This design comes from an exercise in tuning for small area, a short achievable clock period and few clock cycles per item on the open sky130 flow, not from production work. Only simulation tests tie the RTL to the original design; equivalence was not proved. No activity file was given, so power comes from the tool's default toggle rates.

<file path="flow/run.sh">
#!/bin/bash
# Standard layout, with plain buf_1 cells as the port buffers and the flit
# pins grouped by bit along the die edge
export BUFFER_PORTS_ARGS="-buffer_cell sky130_fd_sc_hd__buf_1"
export PRE_IO_PLACEMENT_TCL="$(pwd)/flow/io.tcl"
export PLACE_PINS_ARGS="-min_distance 1.2"
bash standard.sh > standard_flow.log 2>&1
</file>
<file path="flow/io.tcl">
# Bit-sliced pin placement: bit b of every input and output flit shares one
# stretch of the die edge, so each bit of the crossbar stays local
set die [ord::get_die_area]
set w [expr {[lindex $die 2] - [lindex $die 0]}]
set h [expr {[lindex $die 3] - [lindex $die 1]}]
set edges [list bottom $w right $h top $w left $h]
set per_edge 16
set b 0
foreach {edge len} $edges {
  set seg [expr {($len - 8.0) / $per_edge}]
  for {set k 0} {$k < $per_edge} {incr k} {
    set names {}
    for {set p 0} {$p < 5} {incr p} {
      set i [expr {64 * $p + $b}]
      foreach port [list in_flit\[$i\] out_flit\[$i\]] {
        if {[llength [get_ports -quiet $port]]} { lappend names $port }
      }
    }
    set lo [expr {4.0 + $k * $seg}]
    set hi [expr {$lo + $seg}]
    set_io_pin_constraint -pin_names $names -region $edge:[format %.2f $lo]-[format %.2f $hi]
    incr b
  }
}
</file>
<file path="standard.sh">
#!/bin/bash
# synth_recipe.tcl (not shown) runs the flow's synth.tcl, then flattens the netlist and writes it again
# the make line also repeats each setting of config.mk as NAME=value (left out here)
make -C /OpenROAD-flow-scripts/flow DESIGN_CONFIG=/design/flow/config.mk WORK_HOME=/design/flow/orfs CLKGATE_MAP_FILE= SYNTH_SCRIPT=/design/flow/synth_recipe.tcl "${@:-finish}"
</file>
<file path="config.mk">
export PLATFORM = sky130hd
export DESIGN_NAME = mesh_router
export DESIGN_NICKNAME = mesh_router
export VERILOG_FILES = /design/flow/design.v
export SDC_FILE = /design/flow/constraint.sdc
export NUM_CORES = 4
export LEC_CHECK = 0
export CAP_MARGIN = 20
export CORE_AREA = 2 2 258 258
export DIE_AREA = 0 0 260 260
export PLACE_DENSITY = 0.4
export SLEW_MARGIN = 20
</file>
<file path="constraint.sdc">
create_clock -name core_clock -period 5.5 [get_ports {clk}]
set_input_delay 1.1000 -clock core_clock [delete_from_list [all_inputs] [get_ports {clk}]]
set_output_delay 1.1000 -clock core_clock [all_outputs]
set_load 0.01 [all_outputs]
</file>
<file path="design.v">
`timescale 1ns/1ps
package flit_pkg;
  typedef struct packed {
    logic                  vc;
    logic                  x_dir;
    logic                  y_dir;
    logic [(64 - 3 - 2 * 4 - 48)-1:0]    reserved;
    logic [4-1:0]     hop_x;
    logic [4-1:0]     hop_y;
    logic [48-1:0] payload;
  } flit_t;
endpackage
`timescale 1ns/1ps
package router_pkg;
  typedef enum logic [2:0] {
    PORT_UP    = 3'd0,
    PORT_DOWN  = 3'd1,
    PORT_LEFT  = 3'd2,
    PORT_RIGHT = 3'd3,
    PORT_NIC   = 3'd4
  } port_e;
  typedef struct packed {
    logic            valid;
    logic [64-1:0] flit;
  } link_t;
  typedef struct packed {
    logic [5-1:0] dest;
    logic [64-1:0]    flit;
  } req_t;
  function automatic [5-1:0] port_bit(input logic [2:0] p);
    port_bit    = '0;
    port_bit[p] = 1'b1;
  endfunction
endpackage
`timescale 1ns/1ps
module elastic_buffer (
  input  logic            clk,
  input  logic            reset,
  input  logic            in_valid,
  input  flit_pkg::flit_t in_data,
  output logic            in_ready,
  output logic            out_valid,
  output flit_pkg::flit_t out_data,
  input  logic            out_ready
);
  logic  full;
  flit_pkg::flit_t data_q;
  logic  push;
  logic  pop;
  assign pop      = full && out_ready;
  assign in_ready = !full || pop;
  assign push     = in_valid && in_ready;
  always_ff @(posedge clk or posedge reset) begin
    if (reset) begin
      full <= 1'b0;
    end else if (push) begin
      full <= 1'b1;
    end else if (pop) begin
      full <= 1'b0;
    end
  end
  always_ff @(posedge clk) begin
    if (push) begin
      data_q <= in_data;
    end
  end
  assign out_valid = full;
  assign out_data  = data_q;
endmodule
`timescale 1ns/1ps
module input_port (
  input  logic              clk,
  input  logic              reset,
  input  logic              in_valid,
  input  flit_pkg::flit_t   in_flit,
  output logic              in_ready,
  output router_pkg::req_t  req,
  input  logic              accept
);
  router_pkg::port_e route;
  always_comb begin
    route    = router_pkg::PORT_NIC;
    if (in_flit.hop_x != '0) begin
      route = in_flit.x_dir ? router_pkg::PORT_LEFT : router_pkg::PORT_RIGHT;
    end else if (in_flit.hop_y != '0) begin
      route = in_flit.y_dir ? router_pkg::PORT_DOWN : router_pkg::PORT_UP;
    end
  end
  assign req.dest = in_valid ? router_pkg::port_bit(route) : '0;
  assign req.flit = in_flit;
  assign in_ready = accept;
endmodule
`timescale 1ns/1ps
module output_port #(
  parameter int PORT = 0
) (
  input  logic                  clk,
  input  logic                  reset,
  input  logic                  polarity,
  input  logic [5-1:0] prio,
  input  logic [5-1:0] req_valid,
  input  logic [5*64-1:0] req_flit,
  output logic [5-1:0] grant,
  output logic                  out_valid,
  output flit_pkg::flit_t       out_flit,
  input  logic                  out_ready
);
  localparam int N = 5;
  logic [N-1:0] cand;
  logic [N-1:0] beats [N];
  logic [N-1:0] pick;
  flit_pkg::flit_t adj_flit;
  logic [N*64-1:0] adj_all;
  always_comb begin
    for (int i = 0; i < N; i++) begin
      cand[i] = req_valid[i] && !grant[i]
             && (req_flit[64*i + 64 - 1] == polarity);
    end
  end
  always_comb begin
    for (int i = 0; i < N; i++) begin
      for (int j = 0; j < N; j++) begin
        beats[i][j] = 1'b0;
        for (int k = 0; k < N; k++) begin
          if (prio[k] && (((j - k + N) % N) < ((i - k + N) % N))) begin
            beats[i][j] = 1'b1;
          end
        end
      end
    end
  end
  always_comb begin
    for (int i = 0; i < N; i++) begin
      pick[i] = cand[i] && !(|(cand & beats[i]));
    end
  end
  always_ff @(posedge clk or posedge reset) begin
    if (reset) begin
      grant <= '0;
    end else if (!(out_valid && !out_ready)) begin
      grant <= pick;
    end
  end
  assign out_valid = |grant;
  always_comb begin
    for (int i = 0; i < N; i++) begin
      adj_flit = req_flit[64*i +: 64];
      case (PORT)
        0: begin
          adj_flit.hop_x = '0;
          adj_flit.y_dir = 1'b0;
          adj_flit.hop_y = adj_flit.hop_y - 1'b1;
        end
        1: begin
          adj_flit.hop_x = '0;
          adj_flit.y_dir = 1'b1;
          adj_flit.hop_y = adj_flit.hop_y - 1'b1;
        end
        2: begin
          adj_flit.x_dir = 1'b1;
          adj_flit.hop_x = adj_flit.hop_x - 1'b1;
        end
        3: begin
          adj_flit.x_dir = 1'b0;
          adj_flit.hop_x = adj_flit.hop_x - 1'b1;
        end
        default: begin
          adj_flit.hop_x = '0;
          adj_flit.hop_y = '0;
        end
      endcase
      adj_all[64*i +: 64] = adj_flit;
    end
  end
  always_comb begin
    out_flit = '0;
    for (int i = 0; i < N; i++) begin
      if (grant[i]) begin
        out_flit = out_flit | adj_all[64*i +: 64];
      end
    end
  end
endmodule
`timescale 1ns/1ps
module mesh_router (
  input  logic                          clk,
  input  logic                          reset,
  input  logic [5-1:0]         in_valid,
  input  logic [5*64-1:0] in_flit,
  output logic [5-1:0]         in_ready,
  output logic [5-1:0]         out_valid,
  output logic [5*64-1:0] out_flit,
  input  logic [5-1:0]         out_ready,
  output logic                          polarity_to_nic
);
  localparam int N = 5;
  logic                  polarity;
  logic [N-1:0]          prio;
  logic [N*N-1:0]        req_dest;
  logic [N*64-1:0]  req_flit;
  logic [N*N-1:0]        req_col;
  logic [N*N-1:0]        grant;
  logic [N-1:0]          accept;
  always_ff @(posedge clk or posedge reset) begin
    if (reset) begin
      polarity <= 1'b0;
      prio     <= {{(N - 1){1'b0}}, 1'b1};
    end else begin
      polarity <= ~polarity;
      prio     <= {prio[N-2:0], prio[N-1]};
    end
  end
  assign polarity_to_nic = polarity;
  for (genvar p = 0; p < N; p++) begin : g_port
    router_pkg::req_t req_p;
    input_port i_in (
      .clk      (clk),
      .reset    (reset),
      .in_valid (in_valid[p]),
      .in_flit  (in_flit[64*p +: 64]),
      .in_ready (in_ready[p]),
      .req      (req_p),
      .accept   (accept[p])
    );
    assign req_dest[N*p +: N]           = req_p.dest;
    assign req_flit[64*p +: 64] = req_p.flit;
    for (genvar i = 0; i < N; i++) begin : g_col
      assign req_col[N*p + i] = req_dest[N*i + p];
    end
    output_port #(.PORT(p)) i_out (
      .clk       (clk),
      .reset     (reset),
      .polarity  (polarity),
      .prio      ({prio[N-2:0], prio[N-1]}),
      .req_valid (req_col[N*p +: N]),
      .req_flit  (req_flit),
      .grant     (grant[N*p +: N]),
      .out_valid (out_valid[p]),
      .out_flit  (out_flit[64*p +: 64]),
      .out_ready (out_ready[p])
    );
  end
  always_comb begin
    accept = '0;
    for (int p = 0; p < N; p++) begin
      accept = accept | (out_ready[p] ? grant[N*p +: N] : '0);
    end
  end
endmodule
</file>
==> summary.md, run 1 <==
| Metric | Value |
|---|---|
| Post-Syn Area | a little over 10000 um2 |
| Top-level port count | 663 |
| Cells after synthesis | between 1000 and 1500 |
| Cell-by-cell listing of the critical path | buf_4 > nor3_1 > nand3_1 > buf_1 |
| Total via count after detailed routing | ~18000 |
| Overall Power | 1.83 mW |
| Number of unique standard cell types used by synthesis | 60 |
| Combinational power share | 58.0% |
| Worst Setup End Kind | output pin |
| Post-cts hold buffer count | 0 |
| Arrival time reported for the critical path endpoint | approximately 2.5 ns |
| Buffer depth of the longest clock path | 2 |
| Pins Over Slew Limit | 0 |
| Sequential fraction of the synthesis area | 7.57% |
| Type of origin of the critical path | flip-flop |
| Sequential power share | 23.8% |
| Post-CTS Resized | 0 |
| Initial core utilization | 15.9% |
| Most frequent cell after synthesis | nand2_1 |
| Final weighted congestion in routability-driven placement | 0.928 |
| Site Rows | 93 |
| Depth of the most critical reg-to-reg path | 6 |
| Clock transition at the register clock pins on the worst setup and hold paths after CTS | 0.05 ns |
| Filler cells | 7479 |
| Largest net degree at the start of global routing | 69 |
| Die area | 67600 um2 |
| Net count reported at finish | 2302 |
| Max transition margin | slightly below 20% |
| Count of synthesis-stage warnings from yosys | 12 |
| Library cell with the largest summed area after synthesis | a222oi_1 |
| Placed Instance Area | about 13000 um2 |
| Clock sink count | 31 |
| Post-route standard cell area excluding fillers | 13300 um2 |
| Top cell type's share of synthesized area | between 20% and 30% |
| Max Cap Viol | 0 |
| Deepest level of the CTS H-tree | 2 |
| Final count of negative-setup-slack endpoints | 0 |
| Run status | timing/DRC/antenna clean |
| Actual transition at the worst max-transition pin | 1.20 ns |
| Detailed-route vias per instance | 6.24 |
| Post-synthesis sequential element count | 31 |
| Register-to-register setup slack | between 2 and 3 ns |
| Cell depth of the worst hold path | 0 |
| Crit Path Class | reg -> out |
| Total Negative Setup Slacks | 0 ns |
| Share of the core filled with cells | 20.6% |
| Switching power total | roughly 1000 uW |
| Standby leakage power | 4.97 nW |
| Power density of the placed cells | 137 nW/um2 |
| Ranking of synthesized cells by instance count | nand2_1 (310), a222oi_1 (305), a22oi_1 (295), clkbuf_1 (168), inv_1 (57) |
| Initial drt markers | 4518 |
| Global-route wire length before repair | 106000 um |
| Clock network latency to the later pin of the worst-skew pair | 0.29 ns |
| Die height | 260 um |
| Clock buffers created by TritonCTS | 5 |
| Internal power | 833 uW |
| Largest cells by area after synthesis | a222oi_1 (30%), a22oi_1 (22%), nand2_1 (11%), dfrtp_1 (7.3%), clkbuf_1 (6.1%) |
| Placeable Area | 64600 um2 |
| Post-CTS setup buffer count | 0 |
| Number of synthesized flops with an enable pin | 0 |
| Fraction of the cycle the final worst path needs | about 66% |
| Share of total power in the clock network | between 10% and 20% |
| Proportion of total power due to net switching | 54.5% |
| CTS tree | yes |
| Time the final worst path needs with I/O delays and setup | between 3 and 4 ns |
| Primary flip-flop cell chosen by synthesis mapping | dfrtp_1 |
| Dpl cells | between 2000 and 3000 |
| Post-route clock skew | 0.00726 ns |
| Combined global-route utilization of all metal layers | 20.4% |
| Delay contributed by the slowest stage of the critical path | 0.87 ns |
| Root buffer cell | clkbuf_16 |
| Synth Area per Inst | 6.94 um2 |
| Layout Cells excl Fill | 2811 |
| Share of post-route cells with drive strength above 1 | roughly 3.6% |
| Vias in the first global route | 16389 |
| ANT nets after route | 0 |
| Classification of the worst-slack hold path | reg -> reg |
| Remaining global-route overflow | 0 |
| Detail-routed net length per standard cell | roughly 27 um |
| Count of unresolved DRC violations after routing | 0 |
| Die Width | 260 um |
| FMAX | roughly 0.28 GHz |
| Area growth, synth to finish | 29.5% |
| Total wire length after detailed routing | 75700 um |
| Inserted Diodes | 0 |
| Crit-path max FO | 36 |
| Slowest library cell on the worst path | dfrtp_2 |
| Port buffer count | 644 |
| Number of hold violations in the final report | 0 |
| Maximum ir drop on the vdd rail | approximately 100 uV |
| Number of antenna violations at the first check in global routing | 2 |
| Unrepaired setup endpoints after global routing | no |
| Required time of the worst setup path | 4.40 ns |
| HPWL Detailed | a little over 50000 um |
| Length of the first detailed-routing pass in iterations | 22 |
| Asr flop ratio synth | 100% |
logic make-up after synthesis:
group	Yosys count	synth area share, %
AO/OA/AOI/OAI	702	58.7
other	1	0.0365
adder cells (fa/ha/maj)	15	1.83
flip-flops	31	7.57
XOR/XNOR	26	2.29
buffers and inverters	268	10.9
AND/OR/NAND/NOR	436	18.7
power by group through the flow:
| stage | sequential [mW] | clock, mW | combinational, mW |
|---|---|---|---|
| detailed placement | 0.426 | 0 | 1.04 |
| global placement | 0.424 | 0 | 1.03 |
| floorplan | 0.244 | 0 | 0.650 |
| finish | 0.435 | 0.333 | 1.06 |
| global route | 0.433 | 0.344 | 1.15 |
| CTS | 0.422 | 0.337 | 1.05 |
cell usage in the layout, fill, tap and decap left out, types with 6 or more instances in the layout:
cell / instances
nor4b_1: 6
ha_1: 15
o22ai_1: 8
o221ai_1: 16
o21ai_0: 16
buf_4: 19
nand3_1: 10
buf_1: 644
inv_1: 57
nor3b_1: 9
o32ai_1: 8
dfrtp_2: 12
nor2_1: 28
nand2_1: 310
a222oi_1: 305
xor2_1: 21
nand2b_1: 9
nor3_1: 26
a21oi_1: 15
dfrtp_4: 13
a22oi_1: 295
a32o_1: 6
conb_1: 18
metrics by stage:
stage	hold WS, ns	worst slack [ns]
floorplan	0.352	2.43
global placement	0.501	1.91
detailed placement	0.505	1.91
CTS	0.506	1.80
global route	0.518	1.82
finish	0.512	1.88
registers in the layout, indices dropped and copies added, names as in the netlist:
signal              cells
g_port.i_out.grant     25
polarity                1
prio                    5
critical path, delay by kind of cell (launching register included):
kind	cells	cell delay, ns
and+or+nand+nor	2	0.35
DFF	1	0.87
buffers and inverters	2	0.97
area by class of cell:
class | count | area [um2] | share of cell area (%)
sequential | 31 | 841 | 6.32
tap | 855 | 1070 | 8.04
multi-input combinational | 1197 | 8440 | 63.5
clock inverter | 2 | 35.0 | 0.263
clock buffer | 6 | 139 | 1.04
timing repair buffer | 663 | 2560 | 19.2
inverter | 57 | 214 | 1.61
per-layer routing:
layer	vias to the layer above	wire (um)	GRT usage, %
li1	7263	-	-
met1	8403	29700	26.9
met2	1707	34800	33.6
met3	181	9220	3.50
met4	0	1960	5.99
met5	-	0	0
worst paths after layout:
kind | start | to
max | g_port[1].i_out.grant[0] | out_flit[125]
max reg2reg | g_port[4].i_out.grant[2] | g_port[4].i_out.grant[0]
min | prio[0] | prio[1]
min in group asynchronous | reset | g_port[3].i_out.grant[3]
min reg2reg | prio[0] | prio[1]
max in group asynchronous | reset | g_port[0].i_out.grant[0]
Testbench counts, summed over its fixed seeds: cycles 9,340, flits 16,000.
==> inputs of run 2 (changes only) <==
--- a/config.mk
+++ b/config.mk
@@ -6,7 +6,10 @@
 export NUM_CORES = 4
 export LEC_CHECK = 0
 export CAP_MARGIN = 20
+export CELL_PAD_IN_SITES_DETAIL_PLACEMENT = 2
+export CELL_PAD_IN_SITES_GLOBAL_PLACEMENT = 2
 export CORE_AREA = 2 2 258 258
 export DIE_AREA = 0 0 260 260
 export PLACE_DENSITY = 0.4
+export SETUP_SLACK_MARGIN = 1.9
 export SLEW_MARGIN = 20
==> run 2 against run 1 <==
- combinational power is 21% higher
- die area stayed put
- synthesized cell count stayed put
- non-clock buffer count is 18 higher
- register-to-register slack worse by 0.08 ns
- sequential share of layout area is 0.075 points lower
- flip-flop and latch count stayed put
- critical path depth is 3 higher
- wire length is 36% higher
- design area is 1.5% higher
- critical endpoint is now out_flit[114]
- still clean on timing, DRC and antenna
- clock skew is 0.00086 ns higher
- core utilization is 0.31 points higher
==> summary.md, run 2 <==
| Metric | Value |
|---|---|
| Run status | timing/DRC/antenna clean |
| Post-Syn Area | a little over 10000 um2 |
| Ranking of synthesized cells by instance count | nand2_1 (310), a222oi_1 (305), a22oi_1 (295), clkbuf_1 (168), inv_1 (57) |
| Total via count after detailed routing | 17746 |
| Number of unique standard cell types used by synthesis | 60 |
| Internal power | 791 uW |
| Time the final worst path needs with I/O delays and setup | 3.56 ns |
| Worst Hold Path EP | prio[1] |
| Largest net degree at the start of global routing | 42 |
| Pins Over Slew Limit | 0 |
| Area taken by flip-flops and latches | 843 um2 |
| Total wire length after detailed routing | 103000 um |
| Post-synthesis sequential element count | 31 |
| Setup Slack @ Placement | 1.79 ns |
| Launch point of the worst reg-to-reg path | g_port[2].i_out.grant[1] |
| Cell depth of the worst hold path | 0 |
| Worst Setup End Kind | output pin |
| Proportion of synthesized area in mux cells | 0% |
| Number of antenna violations at the first check in global routing | 11 |
| Final weighted congestion in routability-driven placement | 0.866 |
| Most frequent cell after synthesis | nand2_1 |
| Number of synthesized flops with an enable pin | 0 |
| Synth Area per Inst | a little under 7 um2 |
| Switching power total | 1.13 mW |
| Final hold slack | 0.532 ns |
| CTS tree | yes |
| Worst hold path startpoint | prio[0] |
| Sequential fraction of the synthesis area | ~7.6% |
| FMAX | 0.281 GHz |
| Placeable Area | about 65000 um2 |
| Count of synthesis-stage warnings from yosys | 12 |
| Proportion of total power due to net switching | about 59% |
| Crit Path Class | in -> out |
| Post-route clock skew | 0.00812 ns |
| Buffer depth of the longest clock path | 2 |
| Initial core utilization | 15.9% |
| Layout Cells excl Fill | 2835 |
| Combinational power share | 66.5% |
| Library cell with the largest summed area after synthesis | a222oi_1 |
| HPWL Detailed | 73400 um |
| Area growth, synth to finish | 31.5% |
| Classification of the worst-slack hold path | reg -> reg |
| Register-to-register setup slack | 2.68 ns |
| Share of the core filled with cells | 20.9% |
| Die area | roughly 68000 um2 |
| Clock sink count | 31 |
| Initial drt markers | 3085 |
| ANT nets after route | 0 |
| Final count of negative-setup-slack endpoints | 0 |
| Vias in the first global route | 18152 |
| Combinational family with the most area after synthesis | compound AO/OA/AOI/OAI gates |
| Most frequent cells in the layout | buf_1 (634), nand2_1 (310), a222oi_1 (305), a22oi_1 (295), inv_1 (56) |
| Count of unresolved DRC violations after routing | 0 |
| Port buffer count | 644 |
| Combined global-route utilization of all metal layers | 28.8% |
| Net count reported at finish | 2320 |
| Flip-flop count of the largest register after layout | 25 |
| Top reg by flops | g_port.i_out.grant |
| Asr flop ratio synth | 100% |
| Total Negative Setup Slacks | 0 ns |
| Regs by FF count | g_port.i_out.grant: 25 flops, prio: 5 flops, polarity: 1 flops |
| Number of hold violations in the final report | 0 |
| Clock buffers created by TritonCTS | 5 |
| Detail-routed net length per standard cell | between 30 and 40 um |
| Top cell type's share of synthesized area | 29.7% |
| Clock transition at the register clock pins on the worst setup and hold paths after CTS | 0.05 ns |
| Site Rows | 93 |
| Type of origin of the critical path | input port |
| Most common cell after layout, fill and taps aside | buf_1 |
| Primary flip-flop cell chosen by synthesis mapping | dfrtp_1 |
| Compound-Gate Fraction of Synth Area | 58.7% |
| Global-route wire length before repair | 143000 um |
| Sequential power share | 19.1% |
| Dpl cells | 2821 |
| Max Cap Viol | 0 |
| Adder-cell share of the synthesized area | under 10% |
| Share of the synthesized netlist area taken by xor and xnor gates | 2.29% |
| Detailed-route vias per instance | 6.26 |
| Fraction of the cycle the final worst path needs | between 60% and 70% |
| Area of the multi-input gates | 8470 um2 |
| Top-level port count | 663 |
| Share of total power in the clock network | 14.4% |
| Maximum ir drop on the vdd rail | 94.9 uV |
| Clock network latency to the later pin of the worst-skew pair | 0.28 ns |
| Die Width | 260 um |
| Depth of the most critical reg-to-reg path | 6 |
| Length of the first detailed-routing pass in iterations | 11 |
| Largest cells by area after synthesis | a222oi_1 (30%), a22oi_1 (22%), nand2_1 (11%), dfrtp_1 (7.3%), clkbuf_1 (6.1%) |
| Crit Reg-Reg Endpoint | g_port[2].i_out.grant[2] |
| Unrepaired setup endpoints after global routing | yes |
| Deepest level of the CTS H-tree | 2 |
| Smallest setup slack after layout | 1.94 ns |
| Remaining global-route overflow | 0 |
| Arrival time reported for the critical path endpoint | 2.46 ns |
| Actual transition at the worst max-transition pin | 1.08 ns |
| Max transition margin | 28.1% |
| Share of post-route cells with drive strength above 1 | 5.27% |
| Root buffer cell | clkbuf_16 |
| Crit-path max FO | 4 |
| Post-CTS setup buffer count | 0 |
| Cells after synthesis | 1479 |
| Power density of the placed cells | 142 nW/um2 |
| Share of synthesized cell area in and, or, nand and nor gates | 18.7% |
| Required time of the worst setup path | 4.40 ns |
| Die height | 260 um |
| Filler cells | 7893 |
| Standby leakage power | slightly above 5 nW |
run 2: final cells by class:
| class | count | area share, % |
|---|---|---|
| Antenna cell | 6 | 0.111 |
| Clock buffer | 7 | 0.982 |
| Clock inverter | 1 | 0.0371 |
| Inverter | 57 | 1.58 |
| Multi-Input combinational cell | 1197 | 62.8 |
| Sequential cell | 31 | 6.25 |
| Tap cell | 855 | 7.92 |
| Timing Repair Buffer | 681 | 20.4 |
run 2: repair_timing:
action                     CTS  global route
pin swaps                    0             4
hold buffers                 0             0
gates resized for setup      5            22
setup endpoints to repair    8            30
run 2: kinds of logic (layout without fill, tap and decap cells):
family                   count (synthesis)  after routing
AND/OR/NAND/NOR                        436            436
buffers and inverters                  268            746
flip-flops                              31             31
XOR/XNOR                                26             26
AO/OA/AOI/OAI                          702            702
other                                    1             24
adder cells (fa/ha/maj)                 15             15
run 2: how the worst max path moves through the flow:
stage	from	slack (ns)	to
after detailed placement	in_flit[240]	1.79	out_flit[50]
after CTS	g_port[0].i_out.grant[0]	1.90	out_flit[63]
after global placement	in_flit[240]	1.84	out_flit[50]
final	in_flit[304]	1.94	out_flit[114]
after global routing	in_flit[304]	1.89	out_flit[114]
after floorplan	in_flit[116]	2.43	out_flit[245]
run 2: power groups by stage:
stage	Clock, mW	Combinational (mW)	Sequential [mW]
4_1_cts	0.278	1.27	0.365
6_report	0.276	1.28	0.366
3_5_place_dp	0	1.27	0.368
5_1_grt	0.286	1.37	0.368
3_3_place_gp	0	1.26	0.368
2_1_floorplan	0	0.650	0.244
run 2: worst max-delay path, cell delays in order:
cell      delay (ns)
clkbuf_2        0.13
inv_1           0.09
ha_1            0.24
xor2_1          0.16
a222oi_1        0.34
nand2_1         0.20
clkbuf_2        0.18
run 2: per-layer routing:
metal | part of all wire (%) | global-route usage [%]
met5 | 0.066 | 0
met4 | 1.5 | 4.89
met3 | 7.8 | 4.47
met2 | 48 | 49.2
met1 | 43 | 38.3
run 2: metrics by stage:
step | cell area (um2) | power [mW]
after floorplan | 10300 | 0.894
after global placement | 13300 | 1.63
after detailed placement | 13300 | 1.63
after CTS | 13400 | 1.91
after global routing | 13500 | 2.03
final | 13500 | 1.92
==> inputs of run 3 (changes only) <==
--- a/design.v
+++ b/design.v
@@ -111,6 +111,7 @@
   logic [N-1:0] pick;
   flit_pkg::flit_t adj_flit;
   logic [N*64-1:0] adj_all;
+  logic [4-1:0]    hop_dec;
   always_comb begin
     for (int i = 0; i < N; i++) begin
       cand[i] = req_valid[i] && !grant[i]
@@ -136,12 +137,13 @@
   end
   always_ff @(posedge clk or posedge reset) begin
     if (reset) begin
-      grant <= '0;
+      grant     <= '0;
+      out_valid <= 1'b0;
     end else if (!(out_valid && !out_ready)) begin
-      grant <= pick;
-    end
-  end
-  assign out_valid = |grant;
+      grant     <= pick;
+      out_valid <= |pick;
+    end
+  end
   always_comb begin
     for (int i = 0; i < N; i++) begin
       adj_flit = req_flit[64*i +: 64];
@@ -149,20 +151,16 @@
         0: begin
           adj_flit.hop_x = '0;
           adj_flit.y_dir = 1'b0;
-          adj_flit.hop_y = adj_flit.hop_y - 1'b1;
         end
         1: begin
           adj_flit.hop_x = '0;
           adj_flit.y_dir = 1'b1;
-          adj_flit.hop_y = adj_flit.hop_y - 1'b1;
         end
         2: begin
           adj_flit.x_dir = 1'b1;
-          adj_flit.hop_x = adj_flit.hop_x - 1'b1;
         end
         3: begin
           adj_flit.x_dir = 1'b0;
-          adj_flit.hop_x = adj_flit.hop_x - 1'b1;
         end
         default: begin
           adj_flit.hop_x = '0;
@@ -173,12 +171,29 @@
     end
   end
   always_comb begin
+    logic [4-1:0] h;
+    logic              z;
     out_flit = '0;
+    hop_dec  = '0;
     for (int i = 0; i < N; i++) begin
       if (grant[i]) begin
         out_flit = out_flit | adj_all[64*i +: 64];
       end
-    end
+      h = (PORT == 0 || PORT == 1) ? req_flit[64*i + 48 +: 4]
+                                   : req_flit[64*i + 48 + 4 +: 4];
+      for (int k = 0; k < 4; k++) begin
+        z = 1'b1;
+        for (int m = 0; m < k; m++) begin
+          z = z & !h[m];
+        end
+        hop_dec[k] = hop_dec[k] | (grant[i] & h[k] & !z) | (grant[i] & !h[k] & z);
+      end
+    end
+    case (PORT)
+      0, 1: out_flit.hop_y = hop_dec;
+      2, 3: out_flit.hop_x = hop_dec;
+      default: ;
+    endcase
   end
 endmodule
 `timescale 1ns/1ps
--- a/config.mk
+++ b/config.mk
@@ -11,5 +11,5 @@
 export CORE_AREA = 2 2 258 258
 export DIE_AREA = 0 0 260 260
 export PLACE_DENSITY = 0.4
-export SETUP_SLACK_MARGIN = 1.9
+export SETUP_SLACK_MARGIN = 2.2
 export SLEW_MARGIN = 20
==> run 3 against run 2 <==
- fmax up 6.0%
- critical endpoint is now out_flit[115]
- largest power group unchanged
- design area increased by 7.7%
- wire length grew 2.6%
- total power fell by 5.3%
- sequential power hardly changed
- clock power grew about 20%
- setup slack better by 0.20 ns
- via count increased by 2.1%
- final cell count increased by 2.0%
- global-route usage up 0.61 points
==> summary.md, run 3 <==
| Metric | Value |
|---|---|
| Post-route clock skew | between 0.004 and 0.005 ns |
| Final count of negative-setup-slack endpoints | 0 |
| Die area | 67600 um2 |
| Most common cell after layout, fill and taps aside | buf_1 |
| Area taken by flip-flops and latches | 976 um2 |
| Count of unresolved DRC violations after routing | 0 |
| Vias in the first global route | between 15000 and 20000 |
| Post-synthesis sequential element count | 36 |
| Crit Path Class | in -> out |
| Detail-routed net length per standard cell | 36.6 um |
| Area growth, synth to finish | 37.4% |
| Final hold slack | about 0.53 ns |
| Buffer depth of the longest clock path | 2 |
| Share of the core filled with cells | 22.5% |
| Standby leakage power | 5.47 nW |
| Post-Syn Area | 10600 um2 |
| Fraction of the cycle the final worst path needs | 61.0% |
| Count of synthesis-stage warnings from yosys | 12 |
| Area of the multi-input gates | 8970 um2 |
| Port buffer count | 644 |
| Library cell with the largest summed area after synthesis | a222oi_1 |
| Run status | timing/DRC/antenna clean |
| Unrepaired setup endpoints after global routing | yes |
| Site Rows | 93 |
| Synth Area per Inst | a little under 7 um2 |
| Total Negative Setup Slacks | 0 ns |
| Initial drt markers | ~2900 |
| Max Cap Viol | 0 |
| Number of unique standard cell types used by synthesis | a little under 70 |
| Top reg by flops | g_port.i_out.grant |
| Remaining global-route overflow | 0 |
| Number of antenna violations at the first check in global routing | 8 |
| Time the final worst path needs with I/O delays and setup | 3.35 ns |
| Most frequent cell after synthesis | nand2_1 |
| Ranking of synthesized cells by instance count | nand2_1 (342), a222oi_1 (305), a22oi_1 (302), clkbuf_1 (172), nor2_1 (46) |
| ANT nets after route | 0 |
| Sequential fraction of the synthesis area | ~8.5% |
| Die height | 260 um |
| Initial core utilization | about 16% |
| Dpl cells | 2856 |
| Flip-flop count of the largest register after layout | 25 |
| HPWL Detailed | 71900 um |
| Type of origin of the critical path | input port |
| Crit-path max FO | 5 |
| Top-level port count | 663 |
| Detailed-route vias per instance | 6.26 |
| Clock buffers created by TritonCTS | 5 |
| Total wire length after detailed routing | roughly 110000 um |
| Number of hold violations in the final report | 0 |
| Share of post-route cells with drive strength above 1 | ~9.8% |
| CTS tree | yes |
| FMAX | 0.298 GHz |
| Number of synthesized flops with an enable pin | 0 |
| Final weighted congestion in routability-driven placement | 0.862 |
| Primary flip-flop cell chosen by synthesis mapping | dfrtp_1 |
| Maximum ir drop on the vdd rail | 93.8 uV |
| Die Width | 260 um |
| Total via count after detailed routing | 18118 |
| Max transition margin | 20.8% |
| Actual transition at the worst max-transition pin | 1.18 ns |
| Required time of the worst setup path | 4.40 ns |
| Top cell type's share of synthesized area | 28.8% |
| Arrival time reported for the critical path endpoint | 2.25 ns |
| Depth of the most critical reg-to-reg path | 6 |
| Clock transition at the register clock pins on the worst setup and hold paths after CTS | 0.06 ns |
| Cell depth of the worst hold path | 0 |
| Net count reported at finish | approximately 2400 |
| Most frequent cells in the layout | buf_1 (601), nand2_1 (332), a222oi_1 (305), a22oi_1 (300) |
| Pins Over Slew Limit | 0 |
| Asr flop ratio synth | 100% |
| Worst Setup End Kind | output pin |
| Deepest level of the CTS H-tree | 2 |
| Layout Cells excl Fill | 2892 |
| Length of the first detailed-routing pass in iterations | 10 |
| Post-cts hold buffer count | 0 |
| Largest net degree at the start of global routing | 64 |
| Combined global-route utilization of all metal layers | 29.4% |
| Largest cells by area after synthesis | a222oi_1 (29%), a22oi_1 (21%), nand2_1 (12%), dfrtp_1 (8.3%), clkbuf_1 (6.1%) |
| Classification of the worst-slack hold path | reg -> reg |
| Cells after synthesis | 1532 |
| Clock sink count | 36 |
| Global-route wire length before repair | 146000 um |
| Filler cells | 7862 |
| Regs by FF count | g_port.i_out.grant: 25 flops, g_port.i_out.out_valid: 5 flops, prio: 5 flops |
| Root buffer cell | clkbuf_16 |
| Power density of the placed cells | 125 nW/um2 |
| Placeable Area | 64600 um2 |
| Clock network latency to the later pin of the worst-skew pair | 0.29 ns |
==> run 3: cell types whose count changed after synthesis, sizes merged, moves of 9 or more <==
cell | before | now
inv | 57 | 20
mux2 | 0 | 11
nand2 | 310 | 342
nor2 | 28 | 46
o31ai | 1 | 12
nand4 | 6 | 19
ha | 15 | 0
buf | 43 | 53
xnor2 | 5 | 14
or4 | 4 | 15
==> run 3: power breakdown <==
group / total [mW] / switching [mW] / internal [mW]
clock: 0.332 / 0.119 / 0.213
sequential: 0.363 / 0.0872 / 0.276
combinational: 1.12 / 0.767 / 0.356
total: 1.82 / 0.973 / 0.845
==> run 3: per-layer routing <==
metal | GRT usage [%] | wire length [um] | up-vias
li1 | - | - | 7541
met1 | 38.0 | 44900 | 9496
met2 | 51.0 | 51400 | 959
met3 | 4.67 | 7730 | 112
met4 | 6.21 | 1750 | 10
met5 | 0 | 63 | -
==> run 3: final cells by class <==
type / instances / share of cell area [%]
Antenna cell: 3 / 0.0516
Clock buffer: 5 / 0.860
Clock inverter: 3 / 0.292
Inverter: 20 / 0.516
Multi-Input combinational cell: 1268 / 61.6
Sequential cell: 36 / 6.71
Tap cell: 855 / 7.35
Timing Repair Buffer: 702 / 22.6
==> run 3: logic make-up (layout without fill, tap and decap cells) <==
kind of cell / count (synthesis) / in the layout / synth area share [%]
multiplexers: 12 / 12 / 1.26
flip-flops: 36 / 36 / 8.52
AO/OA/AOI/OAI: 694 / 694 / 56.2
other: 1 / 21 / 0.0354
AND/OR/NAND/NOR: 517 / 517 / 22.0
buffers and inverters: 245 / 730 / 9.76
XOR/XNOR: 27 / 27 / 2.23
==> run 3: what timing repair did <==
action | CTS | global route
pin swaps | 22 | 19
endpoints found under the setup margin | 273 | 52
buffers inserted | 18 | 6
gates cloned | 0 | 1
resized for setup | 118 | 58
==> run 3: metrics by stage <==
| step | worst slack (ns) | cell area, um2 | power [mW] |
|---|---|---|---|
| after floorplan | 2.21 | 10700 | 0.798 |
| after global placement | 1.73 | 13500 | 1.40 |
| after detailed placement | 1.69 | 13500 | 1.41 |
| after CTS | 2.14 | 14300 | 1.80 |
| after global routing | 2.11 | 14500 | 1.92 |
| final | 2.15 | 14500 | 1.82 |
==> run 3: worst max-delay path: stages <==
cell and delay [ns]:
buf_12 0.11, or4_4 0.55, nand2_4 0.08, a222oi_1 0.08, nand2_1 0.17, buf_2 0.15
==> run 3: final timing paths <==
| check | to | start | slack (ns) |
|---|---|---|---|
| hold / removal | prio[1] | prio[0] | 0.53 |
| setup reg to reg | g_port[3].i_out.out_valid | g_port[3].i_out.grant[1] | 2.58 |
| hold reg to reg | prio[1] | prio[0] | 0.53 |
| setup / recovery | out_flit[115] | in_flit[112] | 2.15 |
| min in group asynchronous | g_port[4].i_out.grant[4] | reset | 0.89 |
| max in group asynchronous | g_port[0].i_out.grant[2] | reset | 4.19 |
Testbench counts of run 3, summed over its fixed seeds: cycles 9,340, flits 16,000.
==> inputs of run 4 (changes only) <==
--- a/design.v
+++ b/design.v
@@ -111,7 +111,8 @@
   logic [N-1:0] pick;
   flit_pkg::flit_t adj_flit;
   logic [N*64-1:0] adj_all;
-  logic [4-1:0]    hop_dec;
+  logic [4-1:0]    pick_hop;
+  logic [4-1:0]    hop_q;
   always_comb begin
     for (int i = 0; i < N; i++) begin
       cand[i] = req_valid[i] && !grant[i]
@@ -145,6 +146,22 @@
     end
   end
   always_comb begin
+    logic [4-1:0] h;
+    pick_hop = '0;
+    for (int i = 0; i < N; i++) begin
+      h = (PORT == 0 || PORT == 1) ? req_flit[64*i + 48 +: 4]
+                                   : req_flit[64*i + 48 + 4 +: 4];
+      if (pick[i]) begin
+        pick_hop = pick_hop | (h - 1'b1);
+      end
+    end
+  end
+  always_ff @(posedge clk) begin
+    if (!(out_valid && !out_ready)) begin
+      hop_q <= pick_hop;
+    end
+  end
+  always_comb begin
     for (int i = 0; i < N; i++) begin
       adj_flit = req_flit[64*i +: 64];
       case (PORT)
@@ -171,27 +188,15 @@
     end
   end
   always_comb begin
-    logic [4-1:0] h;
-    logic              z;
     out_flit = '0;
-    hop_dec  = '0;
     for (int i = 0; i < N; i++) begin
       if (grant[i]) begin
         out_flit = out_flit | adj_all[64*i +: 64];
       end
-      h = (PORT == 0 || PORT == 1) ? req_flit[64*i + 48 +: 4]
-                                   : req_flit[64*i + 48 + 4 +: 4];
-      for (int k = 0; k < 4; k++) begin
-        z = 1'b1;
-        for (int m = 0; m < k; m++) begin
-          z = z & !h[m];
-        end
-        hop_dec[k] = hop_dec[k] | (grant[i] & h[k] & !z) | (grant[i] & !h[k] & z);
-      end
     end
     case (PORT)
-      0, 1: out_flit.hop_y = hop_dec;
-      2, 3: out_flit.hop_x = hop_dec;
+      0, 1: out_flit.hop_y = hop_q;
+      2, 3: out_flit.hop_x = hop_q;
       default: ;
     endcase
   end
--- a/config.mk
+++ b/config.mk
@@ -11,5 +11,5 @@
 export CORE_AREA = 2 2 258 258
 export DIE_AREA = 0 0 260 260
 export PLACE_DENSITY = 0.4
-export SETUP_SLACK_MARGIN = 2.2
+export SETUP_SLACK_MARGIN = 2.3
 export SLEW_MARGIN = 20
==> run 4 against run 3 <==
- die area did not move
- via count is 2.5% higher
- synthesized area increased by 5.1%
- synthesized cell count increased by 1.1%
- global-route usage up 0.88 points
- clock-buffer cell count increased by 1
- register-to-register slack got worse by 0.18 ns
- first-iteration DRC count rose by 0.52%
- critical path depth increased by 7
- design area grew 8.0%
- largest power group unchanged
- highest routed layer unchanged
==> summary.md, run 4 <==
| Metric | Value |
|---|---|
| Time the final worst path needs with I/O delays and setup | 3.28 ns |
| Die area | 67600 um2 |
| Die height | 260 um |
| Top cell type's share of synthesized area | about a quarter |
| Most common cell after layout, fill and taps aside | buf_1 |
| Actual transition at the worst max-transition pin | 0.864 ns |
| CTS tree | yes |
| Final hold slack | 0.582 ns |
| Top-level port count | 663 |
| Root buffer cell | clkbuf_16 |
| Global-route wire length before repair | 150000 um |
| Area growth, synth to finish | 41.1% |
| Delay contributed by the slowest stage of the critical path | 0.36 ns |
| Synth Area per Inst | 7.18 um2 |
| Number of hold violations in the final report | 0 |
| Largest cells by area after synthesis | a222oi_1 (26%), a22oi_1 (20%), nand2_1 (11%), dfrtp_1 (7.9%), clkbuf_1 (5.7%) |
| Top reg by flops | g_port.i_out.grant |
| Post-route clock skew | 0.0142 ns |
| Library cell with the largest summed area after synthesis | a222oi_1 |
| Run status | timing/DRC/antenna clean |
| Slowest library cell on the worst path | nor4b_4 |
| Flip-flop count of the largest register after layout | 25 |
| Sequential fraction of the synthesis area | 12.4% |
| Total via count after detailed routing | 18577 |
| Fraction of the cycle the final worst path needs | between 50% and 60% |
| Remaining global-route overflow | 0 |
| Primary flip-flop cell chosen by synthesis mapping | dfrtp_1 |
| Deepest level of the CTS H-tree | 2 |
| Post-synthesis sequential element count | 52 |
| Max transition margin | 42.3% |
| Length of the first detailed-routing pass in iterations | 12 |
| Net count reported at finish | 2476 |
| ANT nets after route | 0 |
| Pins Over Slew Limit | 0 |
| Standby leakage power | ~6.1 nW |
| Cell type with the highest occurrence count on the critical path | buf_4 |
| Clock transition at the register clock pins on the worst setup and hold paths after CTS | 0.09 ns |
| Unrepaired setup endpoints after global routing | yes |
| Post-cts hold buffer count | 0 |
| Clock network latency to the later pin of the worst-skew pair | 0.32 ns |
| Power density of the placed cells | between 100 and 150 nW/um2 |
| Total wire length after detailed routing | 110000 um |
| Largest net degree at the start of global routing | 42 |
| Cells after synthesis | 1549 |
| Initial drt markers | slightly below 3000 |
| Total Negative Setup Slacks | 0 ns |
| Placeable Area | 64600 um2 |
| Count of unresolved DRC violations after routing | 0 |
| Port buffer count | 644 |
| Detail-routed net length per standard cell | 36.9 um |
| Die Width | 260 um |
| Vias in the first global route | approximately 19000 |
| Combined global-route utilization of all metal layers | 30.2% |
| Crit-path max FO | 4 |
| Clock sink count | 52 |
| Overall Power | approximately 2.0 mW |
| Cell-by-cell listing of the critical path | buf_8 > inv_6 > ha_4 > nor3b_4 > nand3b_1 > buf_6 > nor4b_4 > buf_4 > a21oi_4 > o211ai_1 > buf_4 > o22ai_2 > or3_1 |
| Number of synthesized flops with an enable pin | 16 |
| Register-to-register setup slack | ~2.4 ns |
| Final weighted congestion in routability-driven placement | 0.922 |
| Required time of the worst setup path | 5.56 ns |
| Site Rows | 93 |
| Asr flop ratio synth | between 60 and 70% |
| Final count of negative-setup-slack endpoints | 0 |
| Type of origin of the critical path | input port |
| Clock buffers created by TritonCTS | 5 |
| Detailed-route vias per instance | 6.22 |
| Arrival time reported for the critical path endpoint | roughly 3.3 ns |
| Number of antenna violations at the first check in global routing | 20 |
| Buffer depth of the longest clock path | 2 |
| Classification of the worst-slack hold path | reg -> reg |
| Most frequent cell after synthesis | nand2_1 |
| Crit Path Class | in -> reg |
| Number of unique standard cell types used by synthesis | 66 |
| Maximum ir drop on the vdd rail | 113 uV |
| Regs by FF count | g_port.i_out.grant: 25 flops, g_port.i_out.hop_q: 16 flops |
| Post-Syn Area | 11100 um2 |
| Max Cap Viol | 0 |
| Most frequent cells in the layout | buf_1 (620), nand2_1 (337), a222oi_1 (290), a22oi_1 (290), buf_4 (86) |
| Initial core utilization | 17.2% |
| Share of post-route cells with drive strength above 1 | 12.3% |
| Worst Setup End Kind | flip-flop |
| HPWL Detailed | 75700 um |
| Count of synthesis-stage warnings from yosys | 12 |
| FMAX | about 0.31 GHz |
| Ranking of synthesized cells by instance count | nand2_1 (339), a22oi_1 (291), a222oi_1 (290), clkbuf_1 (168), nor2_1 (45) |
[run 4: layout make-up]
| cell class | count | area (um2) |
|---|---|---|
| Antenna cell | 4 | 10.0 |
| Clock buffer | 6 | 129 |
| Sequential cell | 52 | 1470 |
| Clock inverter | 2 | 16.3 |
| Inverter | 32 | 128 |
| Tap cell | 855 | 1070 |
| Multi-Input combinational cell | 1271 | 9120 |
| Fill cell | 7869 | 48900 |
| Timing Repair Buffer | 767 | 3760 |
[run 4: stage by stage]
stage / worst slack, ns / instances / area [um2] / util (%)
floorplan: 2.29 / 1566 / 11200 / -
global placement: 1.56 / 2893 / 14100 / 21.8
detailed placement: 1.43 / 2893 / 14100 / 21.8
CTS: 2.20 / 2945 / 15000 / 23.3
global route: 2.13 / 2988 / 15700 / 24.3
finish: 2.22 / 2989 / 15700 / 24.3
[run 4: critical path: cells and delay by family]
| family | cells | cell delay, ns |
|---|---|---|
| AO/OA/AOI/OAI | 3 | 0.30 |
| AND/OR/NAND/NOR | 4 | 1.15 |
| adder cells (fa/ha/maj) | 1 | 0.12 |
| buffers and inverters | 5 | 0.66 |
[run 4: power by group]
group	internal, mW	leakage (nW)	total (mW)	switching [mW]
Sequential	0.426	0.619	0.486	0.0607
Clock	0.172	0.0671	0.366	0.195
Combinational	0.354	5.39	1.15	0.797
[run 4: logic make-up after synthesis]
| family | synth area share, % |
|---|---|
| xor gates and xnor gates | 2.24 |
| muxes | 0.596 |
| and+or+nand+nor | 20.8 |
| adders and majority gates | 1.69 |
| DFF | 12.4 |
| buffers and inverters | 9.32 |
| AOI/OAI and AO/OA | 52.9 |
| other | 0.0337 |
[run 4: what timing repair did]
item	4_1_cts	5_1_grt
pin swaps	14	38
endpoints found under the setup margin	310	81
gates resized for setup	76	79
setup buffers	44	40
[run 4: metal layers]
metal	wire length, um	track usage, %
met5	122	0
met4	1940	5.20
met3	9220	5.38
met2	51200	49.9
met1	47700	41.3
[run 4: worst paths after layout]
check | from | to | depth (start not counted)
worst max register to register | polarity | g_port[1].i_out.hop_q[3] | 10
worst max-delay path | in_flit[116] | g_port[1].i_out.hop_q[3] | 13
min in group asynchronous | reset | g_port[0].i_out.out_valid | 2
worst min register to register | prio[0] | prio[1] | 0
max in group asynchronous | reset | g_port[4].i_out.grant[4] | 3
worst min-delay path | prio[0] | prio[1] | 0
Testbench counts of run 4, summed over its fixed seeds: cycles 9,340, flits 16,000.
==> inputs of run 5 (changes only) <==
--- a/design.v
+++ b/design.v
@@ -75,6 +75,7 @@
   input  flit_pkg::flit_t   in_flit,
   output logic              in_ready,
   output router_pkg::req_t  req,
+  output logic [2*4-1:0] hop_dec,
   input  logic              accept
 );
   router_pkg::port_e route;
@@ -88,6 +89,9 @@
   end
   assign req.dest = in_valid ? router_pkg::port_bit(route) : '0;
   assign req.flit = in_flit;
+  always_ff @(posedge clk) begin
+    hop_dec <= {in_flit.hop_x - 1'b1, in_flit.hop_y - 1'b1};
+  end
   assign in_ready = accept;
 endmodule
 `timescale 1ns/1ps
@@ -100,6 +104,7 @@
   input  logic [5-1:0] prio,
   input  logic [5-1:0] req_valid,
   input  logic [5*64-1:0] req_flit,
+  input  logic [5*2*4-1:0] req_dec,
   output logic [5-1:0] grant,
   output logic                  out_valid,
   output flit_pkg::flit_t       out_flit,
@@ -111,8 +116,6 @@
   logic [N-1:0] pick;
   flit_pkg::flit_t adj_flit;
   logic [N*64-1:0] adj_all;
-  logic [4-1:0]    pick_hop;
-  logic [4-1:0]    hop_q;
   always_comb begin
     for (int i = 0; i < N; i++) begin
       cand[i] = req_valid[i] && !grant[i]
@@ -138,29 +141,12 @@
   end
   always_ff @(posedge clk or posedge reset) begin
     if (reset) begin
-      grant     <= '0;
-      out_valid <= 1'b0;
+      grant <= '0;
     end else if (!(out_valid && !out_ready)) begin
-      grant     <= pick;
-      out_valid <= |pick;
-    end
-  end
-  always_comb begin
-    logic [4-1:0] h;
-    pick_hop = '0;
-    for (int i = 0; i < N; i++) begin
-      h = (PORT == 0 || PORT == 1) ? req_flit[64*i + 48 +: 4]
-                                   : req_flit[64*i + 48 + 4 +: 4];
-      if (pick[i]) begin
-        pick_hop = pick_hop | (h - 1'b1);
-      end
-    end
-  end
-  always_ff @(posedge clk) begin
-    if (!(out_valid && !out_ready)) begin
-      hop_q <= pick_hop;
-    end
-  end
+      grant <= pick;
+    end
+  end
+  assign out_valid = |grant;
   always_comb begin
     for (int i = 0; i < N; i++) begin
       adj_flit = req_flit[64*i +: 64];
@@ -168,16 +154,20 @@
         0: begin
           adj_flit.hop_x = '0;
           adj_flit.y_dir = 1'b0;
+          adj_flit.hop_y = req_dec[2*4*i +: 4];
         end
         1: begin
           adj_flit.hop_x = '0;
           adj_flit.y_dir = 1'b1;
+          adj_flit.hop_y = req_dec[2*4*i +: 4];
         end
         2: begin
           adj_flit.x_dir = 1'b1;
+          adj_flit.hop_x = req_dec[2*4*i + 4 +: 4];
         end
         3: begin
           adj_flit.x_dir = 1'b0;
+          adj_flit.hop_x = req_dec[2*4*i + 4 +: 4];
         end
         default: begin
           adj_flit.hop_x = '0;
@@ -194,11 +184,6 @@
         out_flit = out_flit | adj_all[64*i +: 64];
       end
     end
-    case (PORT)
-      0, 1: out_flit.hop_y = hop_q;
-      2, 3: out_flit.hop_x = hop_q;
-      default: ;
-    endcase
   end
 endmodule
 `timescale 1ns/1ps
@@ -218,6 +203,7 @@
   logic [N-1:0]          prio;
   logic [N*N-1:0]        req_dest;
   logic [N*64-1:0]  req_flit;
+  logic [N*2*4-1:0] req_dec;
   logic [N*N-1:0]        req_col;
   logic [N*N-1:0]        grant;
   logic [N-1:0]          accept;
@@ -240,6 +226,7 @@
       .in_flit  (in_flit[64*p +: 64]),
       .in_ready (in_ready[p]),
       .req      (req_p),
+      .hop_dec  (req_dec[2*4*p +: 2*4]),
       .accept   (accept[p])
     );
     assign req_dest[N*p +: N]           = req_p.dest;
@@ -254,6 +241,7 @@
       .prio      ({prio[N-2:0], prio[N-1]}),
       .req_valid (req_col[N*p +: N]),
       .req_flit  (req_flit),
+      .req_dec   (req_dec),
       .grant     (grant[N*p +: N]),
       .out_valid (out_valid[p]),
       .out_flit  (out_flit[64*p +: 64]),
==> run 5 against run 4 <==
- synthesized area shrank 0.42%
- setup slack gained 0.099 ns
- largest power group unchanged
- critical path depth shrank 9
- register-to-register slack gained 0.57 ns
- first-iteration DRC count grew 3.6%
- clock skew shrank 0.0041 ns
- core utilization shrank 0.56 points
- clock power grew 83%
- flip-flop and latch count grew 19
- largest cell class unchanged
==> summary.md, run 5 <==
| Metric | Value |
|---|---|
| Buffer depth of the longest clock path | 2 |
| Actual transition at the worst max-transition pin | 1.14 ns |
| Most common cell after layout, fill and taps aside | buf_1 |
| Root buffer cell | clkbuf_16 |
| Total via count after detailed routing | 18183 |
| Delay contributed by the slowest stage of the critical path | 0.44 ns |
| Count of synthesis-stage warnings from yosys | 12 |
| Switching power total | 1.35 mW |
| Deepest level of the CTS H-tree | 3 |
| Depth of the most critical reg-to-reg path | 5 |
| Cell-by-cell listing of the critical path | buf_1 > a222oi_1 > nand2_1 > buf_1 |
| Combined global-route utilization of all metal layers | 30.7% |
| Top Family by Delay on Critical Path | buffers and inverters |
| Total Negative Setup Slacks | 0 ns |
| Asr flop ratio synth | 43.7% |
| Top-level port count | about 660 |
| Max transition margin | 23.7% |
| Number of synthesized flops with an enable pin | 0 |
| Clock transition at the register clock pins on the worst setup and hold paths after CTS | 0.06 ns |
| Placeable Area | between 60000 and 70000 um2 |
| Launching instance or port of the critical path | in_flit[318] |
| Number of hold violations in the final report | 0 |
| Final count of negative-setup-slack endpoints | 0 |
| Largest cells by area after synthesis | a222oi_1 (28%), a22oi_1 (21%), nand2_1 (11%), dfxtp_1 (7.2%), dfrtp_1 (6.8%) |
| Slowest library cell on the worst path | buf_1 |
| Post-cts hold buffer count | 0 |
| Pins Over Slew Limit | 0 |
| Crit Reg-Reg Endpoint | g_port[0].i_out.grant[1] |
| Number of antenna violations at the first check in global routing | 10 |
| Synth Area per Inst | about 7.3 um2 |
| Clock buffers created by TritonCTS | 9 |
| Run status | timing/DRC/antenna clean |
| Internal power | 1.40 mW |
| Primary flip-flop cell chosen by synthesis mapping | dfxtp_1 |
| Vias in the first global route | 18867 |
| Overall Power | 2.75 mW |
| Classification of the worst-slack hold path | reg -> reg |
| Clock sink count | 71 |
| Crit Path Class | in -> out |
| Crit-path max FO | 5 |
| Post-synthesis sequential element count | 71 |
| Final weighted congestion in routability-driven placement | 0.828 |
| Most frequent cell after synthesis | nand2_1 |
| Initial core utilization | 17.2% |
| Top cell type's share of synthesized area | 27.5% |
| Flip-flop count of the largest register after layout | 40 |
| Detailed-route vias per instance | about 6.2 |
| Count of unresolved DRC violations after routing | 0 |
| Time the final worst path needs with I/O delays and setup | 3.18 ns |
| FMAX | 0.314 GHz |
| ANT nets after route | 0 |
| Number of unique standard cell types used by synthesis | 58 |
| Max Cap Viol | 0 |
| Cells after synthesis | 1527 |
| Die Width | 260 um |
| Total wire length after detailed routing | about 110000 um |
| Global-route wire length before repair | 151000 um |
| Destination of the critical timing path | out_flit[62] |
| Power density of the placed cells | 179 nW/um2 |
| Clock network latency to the later pin of the worst-skew pair | 0.35 ns |
| Setup Slack @ Placement | 1.87 ns |
| Top reg by flops | g_port.i_in.hop_dec |
| Die area | 67600 um2 |
| Count of cell instances traversed by the critical path | 4 |
| CTS tree | yes |
| Initial drt markers | 2988 |
| Cell type with the highest occurrence count on the critical path | buf_1 |
| Type of origin of the critical path | input port |
| Proportion of total power due to net switching | roughly half |
| Post-Syn Area | between 10000 and 15000 um2 |
| HPWL Detailed | 72600 um |
| Worst Setup End Kind | output pin |
| Launch point of the worst reg-to-reg path | polarity |
| Register-to-register setup slack | a little under 3 ns |
| Area growth, synth to finish | 38.4% |
| Critical path buffer and inverter count | 2 |
| Most frequent cells in the layout | buf_1 (629), nand2_1 (326), a22oi_1 (307), a222oi_1 (305), inv_1 (53) |
| Unrepaired setup endpoints after global routing | no |
| Die height | 260 um |
| Library cell with the largest summed area after synthesis | a222oi_1 |
| Share of post-route cells with drive strength above 1 | 7.25% |
| Smallest setup slack after layout | 2.32 ns |
| Combinational power share | between 50% and 60% |
| Post-route clock skew | 0.0102 ns |
| Maximum ir drop on the vdd rail | 133 uV |
| Standby leakage power | ~6.0 nW |
| Required time of the worst setup path | 4.40 ns |
| Remaining global-route overflow | 0 |
| Share of total power in the clock network | 24.4% |
| Sequential power share | roughly a quarter |
| Sequential fraction of the synthesis area | 14.2% |
| Fraction of the cycle the final worst path needs | 57.8% |
| Length of the first detailed-routing pass in iterations | 8 |
| Port buffer count | between 600 and 700 |
| Net count reported at finish | between 2000 and 2500 |
| Site Rows | 93 |
| Ranking of synthesized cells by instance count | nand2_1 (326), a22oi_1 (307), a222oi_1 (305), clkbuf_1 (162), inv_1 (54) |
| Arrival time reported for the critical path endpoint | 2.08 ns |
| Largest net degree at the start of global routing | 40 |
| Detail-routed net length per standard cell | between 30 and 40 um |
| Regs by FF count | g_port.i_in.hop_dec: 40 flops, g_port.i_out.grant: 25 flops, prio: 5 flops |
-- run 5: routing by layer --
| layer | global-route usage (%) | vias to the layer above | wire, um |
|---|---|---|---|
| met4 | 5.99 | 12 | 2170 |
| met2 | 50.8 | 1010 | 51700 |
| met5 | 0 | - | 91 |
| met3 | 4.67 | 117 | 8210 |
| met1 | 41.9 | 9510 | 49500 |
| li1 | - | 7534 | - |
-- run 5: worst reg2reg max path: stages (launching register included) --
cell and delay, ns:
dfrtp_1 0.56, xnor2_1 0.42, nand4_1 0.19, nor3_1 0.67, a22oi_1 0.26, a32o_1 0.32
-- run 5: how the worst min path moves through the flow --
| stage | start | endpoint | slack (ns) | cells after the start |
|---|---|---|---|---|
| 2_1_floorplan | prio[1] | prio[2] | 0.36 | 0 |
| 3_3_place_gp | prio[0] | prio[1] | 0.54 | 0 |
| 3_5_place_dp | prio[0] | prio[1] | 0.54 | 0 |
| 4_1_cts | prio[0] | prio[1] | 0.55 | 0 |
| 5_1_grt | prio[0] | prio[1] | 0.56 | 0 |
| 6_report | prio[0] | prio[1] | 0.55 | 0 |
-- run 5: power groups by stage --
stage	Sequential (mW)	Clock (mW)	Combinational, mW
final	0.643	0.670	1.44
after global routing	0.646	0.702	1.53
after CTS	0.661	0.684	1.37
after detailed placement	0.716	0	1.26
after global placement	0.713	0	1.25
after floorplan	0.577	0	0.647
-- run 5: cell families (layout without fill, tap and decap cells) --
family / after synthesis / count (layout) / synth area share (%)
simple gates: 446 / 446 / 17.7
fa+ha+maj: 15 / 15 / 1.69
other cells: 1 / 20 / 0.0338
compound gates: 698 / 698 / 54.1
buf+inv: 269 / 795 / 10.1
flops: 71 / 71 / 14.2
xor+xnor: 27 / 27 / 2.13
-- run 5: area by class of cell --
type	instances	area, um2
inverter	54	203
antenna	2	5.00
sequential	71	1670
clock inverter	3	47.5
tap	855	1070
fill	7804	49200
multi-input combinational	1204	8480
clock buffer	13	283
timing repair buffer	725	3590
-- run 5: repair_timing --
item | in CTS | in global routing
setup buffers | 28 | 18
gates resized for setup | 44 | 22
endpoints found under the setup margin | 311 | 53
pin swaps | 1 | 6
-- run 5: through the flow --
step / cell area, um2 / hold slack (ns) / utilization, % / cells
finish: 15300 / 0.545 / 23.8 / 2927
global route: 15300 / 0.560 / 23.7 / 2925
CTS: 15000 / 0.549 / 23.3 / 2907
detailed placement: 14100 / 0.537 / 21.8 / 2863
global placement: 14100 / 0.543 / 21.8 / 2863
floorplan: 11100 / 0.365 / - / 1544
Testbench counts of run 5, summed over its fixed seeds: cycles 9,340, flits 16,000.
==> inputs of run 6 (changes only) <==
--- a/design.v
+++ b/design.v
@@ -75,7 +75,7 @@
   input  flit_pkg::flit_t   in_flit,
   output logic              in_ready,
   output router_pkg::req_t  req,
-  output logic [2*4-1:0] hop_dec,
+  output logic [4-1:0] hop_dec,
   input  logic              accept
 );
   router_pkg::port_e route;
@@ -90,7 +90,7 @@
   assign req.dest = in_valid ? router_pkg::port_bit(route) : '0;
   assign req.flit = in_flit;
   always_ff @(posedge clk) begin
-    hop_dec <= {in_flit.hop_x - 1'b1, in_flit.hop_y - 1'b1};
+    hop_dec <= ((in_flit.hop_x != '0) ? in_flit.hop_x : in_flit.hop_y) - 1'b1;
   end
   assign in_ready = accept;
 endmodule
@@ -104,7 +104,7 @@
   input  logic [5-1:0] prio,
   input  logic [5-1:0] req_valid,
   input  logic [5*64-1:0] req_flit,
-  input  logic [5*2*4-1:0] req_dec,
+  input  logic [5*4-1:0] req_dec,
   output logic [5-1:0] grant,
   output logic                  out_valid,
   output flit_pkg::flit_t       out_flit,
@@ -154,20 +154,20 @@
         0: begin
           adj_flit.hop_x = '0;
           adj_flit.y_dir = 1'b0;
-          adj_flit.hop_y = req_dec[2*4*i +: 4];
+          adj_flit.hop_y = req_dec[4*i +: 4];
         end
         1: begin
           adj_flit.hop_x = '0;
           adj_flit.y_dir = 1'b1;
-          adj_flit.hop_y = req_dec[2*4*i +: 4];
+          adj_flit.hop_y = req_dec[4*i +: 4];
         end
         2: begin
           adj_flit.x_dir = 1'b1;
-          adj_flit.hop_x = req_dec[2*4*i + 4 +: 4];
+          adj_flit.hop_x = req_dec[4*i +: 4];
         end
         3: begin
           adj_flit.x_dir = 1'b0;
-          adj_flit.hop_x = req_dec[2*4*i + 4 +: 4];
+          adj_flit.hop_x = req_dec[4*i +: 4];
         end
         default: begin
           adj_flit.hop_x = '0;
@@ -203,7 +203,7 @@
   logic [N-1:0]          prio;
   logic [N*N-1:0]        req_dest;
   logic [N*64-1:0]  req_flit;
-  logic [N*2*4-1:0] req_dec;
+  logic [N*4-1:0]   req_dec;
   logic [N*N-1:0]        req_col;
   logic [N*N-1:0]        grant;
   logic [N-1:0]          accept;
@@ -226,7 +226,7 @@
       .in_flit  (in_flit[64*p +: 64]),
       .in_ready (in_ready[p]),
       .req      (req_p),
-      .hop_dec  (req_dec[2*4*p +: 2*4]),
+      .hop_dec  (req_dec[4*p +: 4]),
       .accept   (accept[p])
     );
     assign req_dest[N*p +: N]           = req_p.dest;
==> run 6 against run 5 <==
- global-route usage is 0.25 points lower
- wire length is 1.0% lower
- clock power is 48% lower
- final cell count is 0.79% lower
- synthesized area is 3.4% lower
- highest routed layer unchanged
- still clean on timing, DRC and antenna
==> summary.md, run 6 <==
| Metric | Value |
|---|---|
| Most frequent cell after synthesis | nand2_1 |
| Top-level port count | ~660 |
| Port buffer count | 644 |
| Actual transition at the worst max-transition pin | 1.10 ns |
| Final count of negative-setup-slack endpoints | 0 |
| Site Rows | 93 |
| Max Cap Viol | 0 |
| Detailed-route vias per instance | ~6.4 |
| Standby leakage power | between 5 and 6 nW |
| Synth Area per Inst | 7.00 um2 |
| Cells after synthesis | 1529 |
| Largest net degree at the start of global routing | 57 |
| Clock buffers created by TritonCTS | 5 |
| Number of synthesized flops with an enable pin | 0 |
| Delay contributed by the slowest stage of the critical path | 0.67 ns |
| Die Width | 260 um |
| Total wire length after detailed routing | approximately 110000 um |
| Clock sink count | 51 |
| Top cell type's share of synthesized area | 28.5% |
| Worst Setup End Kind | output pin |
| Setup Slack @ Placement | roughly 2.0 ns |
| Primary flip-flop cell chosen by synthesis mapping | dfrtp_1 |
| CTS tree | yes |
| Most common cell after layout, fill and taps aside | buf_1 |
| Slowest library cell on the worst path | dfrtp_4 |
| Initial drt markers | 3122 |
| Die height | 260 um |
| Number of antenna violations at the first check in global routing | 9 |
| Initial core utilization | approximately 17% |
| ANT nets after route | 0 |
| Die area | 67600 um2 |
| Asr flop ratio synth | about three fifths |
| Count of synthesis-stage warnings from yosys | 12 |
| Pins Over Slew Limit | 0 |
| Library cell with the largest summed area after synthesis | a222oi_1 |
| HPWL Detailed | 72300 um |
| Global-route wire length before repair | 150000 um |
| Post-route clock skew | 0.0110 ns |
| FMAX | 0.315 GHz |
| Final weighted congestion in routability-driven placement | approximately 0.84 |
| Required time of the worst setup path | roughly 4.4 ns |
| Time the final worst path needs with I/O delays and setup | 3.18 ns |
| Net count reported at finish | roughly 2400 |
| Most frequent cells in the layout | buf_1 (635), nand2_1 (325), a22oi_1 (307), a222oi_1 (305), nor2_1 (46) |
| Post-synthesis sequential element count | 51 |
| Classification of the worst-slack hold path | reg -> reg |
| Clock network latency to the later pin of the worst-skew pair | 0.32 ns |
| Ranking of synthesized cells by instance count | nand2_1 (325), a22oi_1 (307), a222oi_1 (305), clkbuf_1 (166), nor2_1 (46) |
| Total via count after detailed routing | 18487 |
| Share of post-route cells with drive strength above 1 | 5.97% |
| Share of the core filled with cells | between 20% and 30% |
| Regs by FF count | g_port.i_out.grant: 25 flops, g_port.i_in.hop_dec: 20 flops, prio: 5 flops |
| Post-cts hold buffer count | 0 |
| Cell-by-cell listing of the critical path | buf_4 > nor3_1 > nand2_1 > buf_1 |
| Total Negative Setup Slacks | 0 ns |
| Remaining global-route overflow | 0 |
| Root buffer cell | clkbuf_16 |
| Smallest setup slack after layout | 2.32 ns |
| Vias in the first global route | 18691 |
| Type of origin of the critical path | flip-flop |
| Clock transition at the register clock pins on the worst setup and hold paths after CTS | approximately 0.090 ns |
| Length of the first detailed-routing pass in iterations | 9 |
| Area growth, synth to finish | 35.6% |
| Maximum ir drop on the vdd rail | 96.7 uV |
| Flip-flop count of the largest register after layout | 25 |
| Combined global-route utilization of all metal layers | 30.4% |
| Filler cells | 7865 |
| Number of unique standard cell types used by synthesis | 61 |
| Top reg by flops | g_port.i_out.grant |
| Power density of the placed cells | roughly 160 nW/um2 |
| Sequential fraction of the synthesis area | 11.0% |
| Buffer depth of the longest clock path | 2 |
| Max transition margin | 26.2% |
| Unrepaired setup endpoints after global routing | no |
| Post-Syn Area | 10700 um2 |
| Top Family by Delay on Critical Path | buffers and inverters |
| Run status | timing/DRC/antenna clean |
| Crit-path max FO | 22 |
| Critical path buffer and inverter count | 2 |
| Detail-routed net length per standard cell | 38.1 um |
| Arrival time reported for the critical path endpoint | 2.08 ns |
| Deepest level of the CTS H-tree | 2 |
| Number of hold violations in the final report | 0 |
| Count of unresolved DRC violations after routing | 0 |
| Crit Path Class | reg -> out |
| Placeable Area | 64600 um2 |
| Fraction of the cycle the final worst path needs | between 50% and 60% |
| Largest cells by area after synthesis | a222oi_1 (29%), a22oi_1 (22%), nand2_1 (11%), dfrtp_1 (7.0%), clkbuf_1 (5.8%) |
==> run 6: what timing repair did <==
action,in CTS,in global routing
endpoints found under the setup margin,287,55
pin swaps,1,1
setup buffers,15,12
gates resized for setup,34,8
==> run 6: cell families after synthesis <==
| kind of cell | count (synthesis) | share of synthesized area (%) |
|---|---|---|
| AOI/OAI and AO/OA | 726 | 57.2 |
| and+or+nand+nor | 482 | 20.2 |
| buffers and inverters | 248 | 9.70 |
| DFF | 51 | 11.0 |
| xor gates and xnor gates | 16 | 1.31 |
| adders and majority gates | 5 | 0.584 |
| other | 1 | 0.0350 |
==> run 6: metrics by stage <==
| step | cells | total power [mW] | hold slack, ns | instance area (um2) |
|---|---|---|---|---|
| after floorplan | 1546 | 1.10 | 0.365 | 10800 |
| after global placement | 2864 | 1.87 | 0.531 | 13700 |
| after detailed placement | 2864 | 1.88 | 0.527 | 13700 |
| after CTS | 2887 | 2.30 | 0.548 | 14300 |
| after global routing | 2900 | 2.45 | 0.568 | 14500 |
| final | 2904 | 2.33 | 0.554 | 14500 |
==> run 6: worst paths after layout <==
kind	startpoint	to	slack, ns	depth (start not counted)
min in group asynchronous	reset	g_port[4].i_out.grant[0]	0.86	3
worst max register to register	g_port[2].i_out.grant[0]	g_port[2].i_out.grant[2]	2.74	6
max in group asynchronous	reset	g_port[3].i_out.grant[1]	4.25	3
worst min register to register	prio[0]	prio[1]	0.55	0
worst max-delay path	g_port[1].i_out.grant[1]	out_flit[125]	2.32	4
worst min-delay path	prio[0]	prio[1]	0.55	0
==> run 6: cell type report <==
| cell class | instances | area (um2) | area share, % |
|---|---|---|---|
| diodes | 5 | 12.5 | 0.0862 |
| repair buffers | 710 | 3320 | 22.9 |
| well taps | 855 | 1070 | 7.37 |
| clock inverters | 3 | 20.0 | 0.138 |
| clock buffers | 5 | 125 | 0.862 |
| multi-input cells | 1247 | 8600 | 59.2 |
| flip-flops and latches | 51 | 1260 | 8.67 |
| inverters | 28 | 105 | 0.724 |
==> run 6: power breakdown <==
group | total [mW] | switching [mW] | internal (mW)
logic | 1.48 | 1.04 | 0.442
clock network | 0.349 | 0.180 | 0.169
registers | 0.495 | 0.0948 | 0.400
total | 2.33 | 1.31 | 1.01
==> run 6: layer usage <==
metal | vias up | part of all wire [%] | global-route usage, %
met3 | 123 | 7.8 | 4.71
met1 | 9654 | 43 | 40.8
met5 | - | 0.052 | 0
met2 | 1147 | 48 | 51.2
li1 | 7553 | - | -
met4 | 10 | 1.8 | 6.27
Testbench counts of run 6, summed over its fixed seeds: cycles 9,340, flits 16,000.

==> afterwards: timing with drivers on the ports <==
No port has a modelled driver above. Below, the same layouts with a new extraction and two added sets of constraints. Step 1, drivers: a clkbuf_16 drives clk and a buf_2 each remaining input, both assumed. Step 2 times the ports against the registers' clock, not the clock port: input delays grow and output delays shrink by t, the midpoint of the rising clock arrivals with the driver on. Slacks: ideal ports / drivers / drivers and shift; pairs: ideal ports / drivers.
run	t (ns)	setup slack, ns
run 1	0.347	1.883 / 1.819 / 1.856
run 2	0.344	1.944 / 1.889 / 1.862
run 3	0.349	2.146 / 2.059 / 1.875
run 4	0.361	2.221 / 2.209 / 1.863
run 5	0.402	2.320 / 2.282 / 2.008
run 6	0.360	2.323 / 2.271 / 2.045
After both steps every run listed still meets setup and hold.
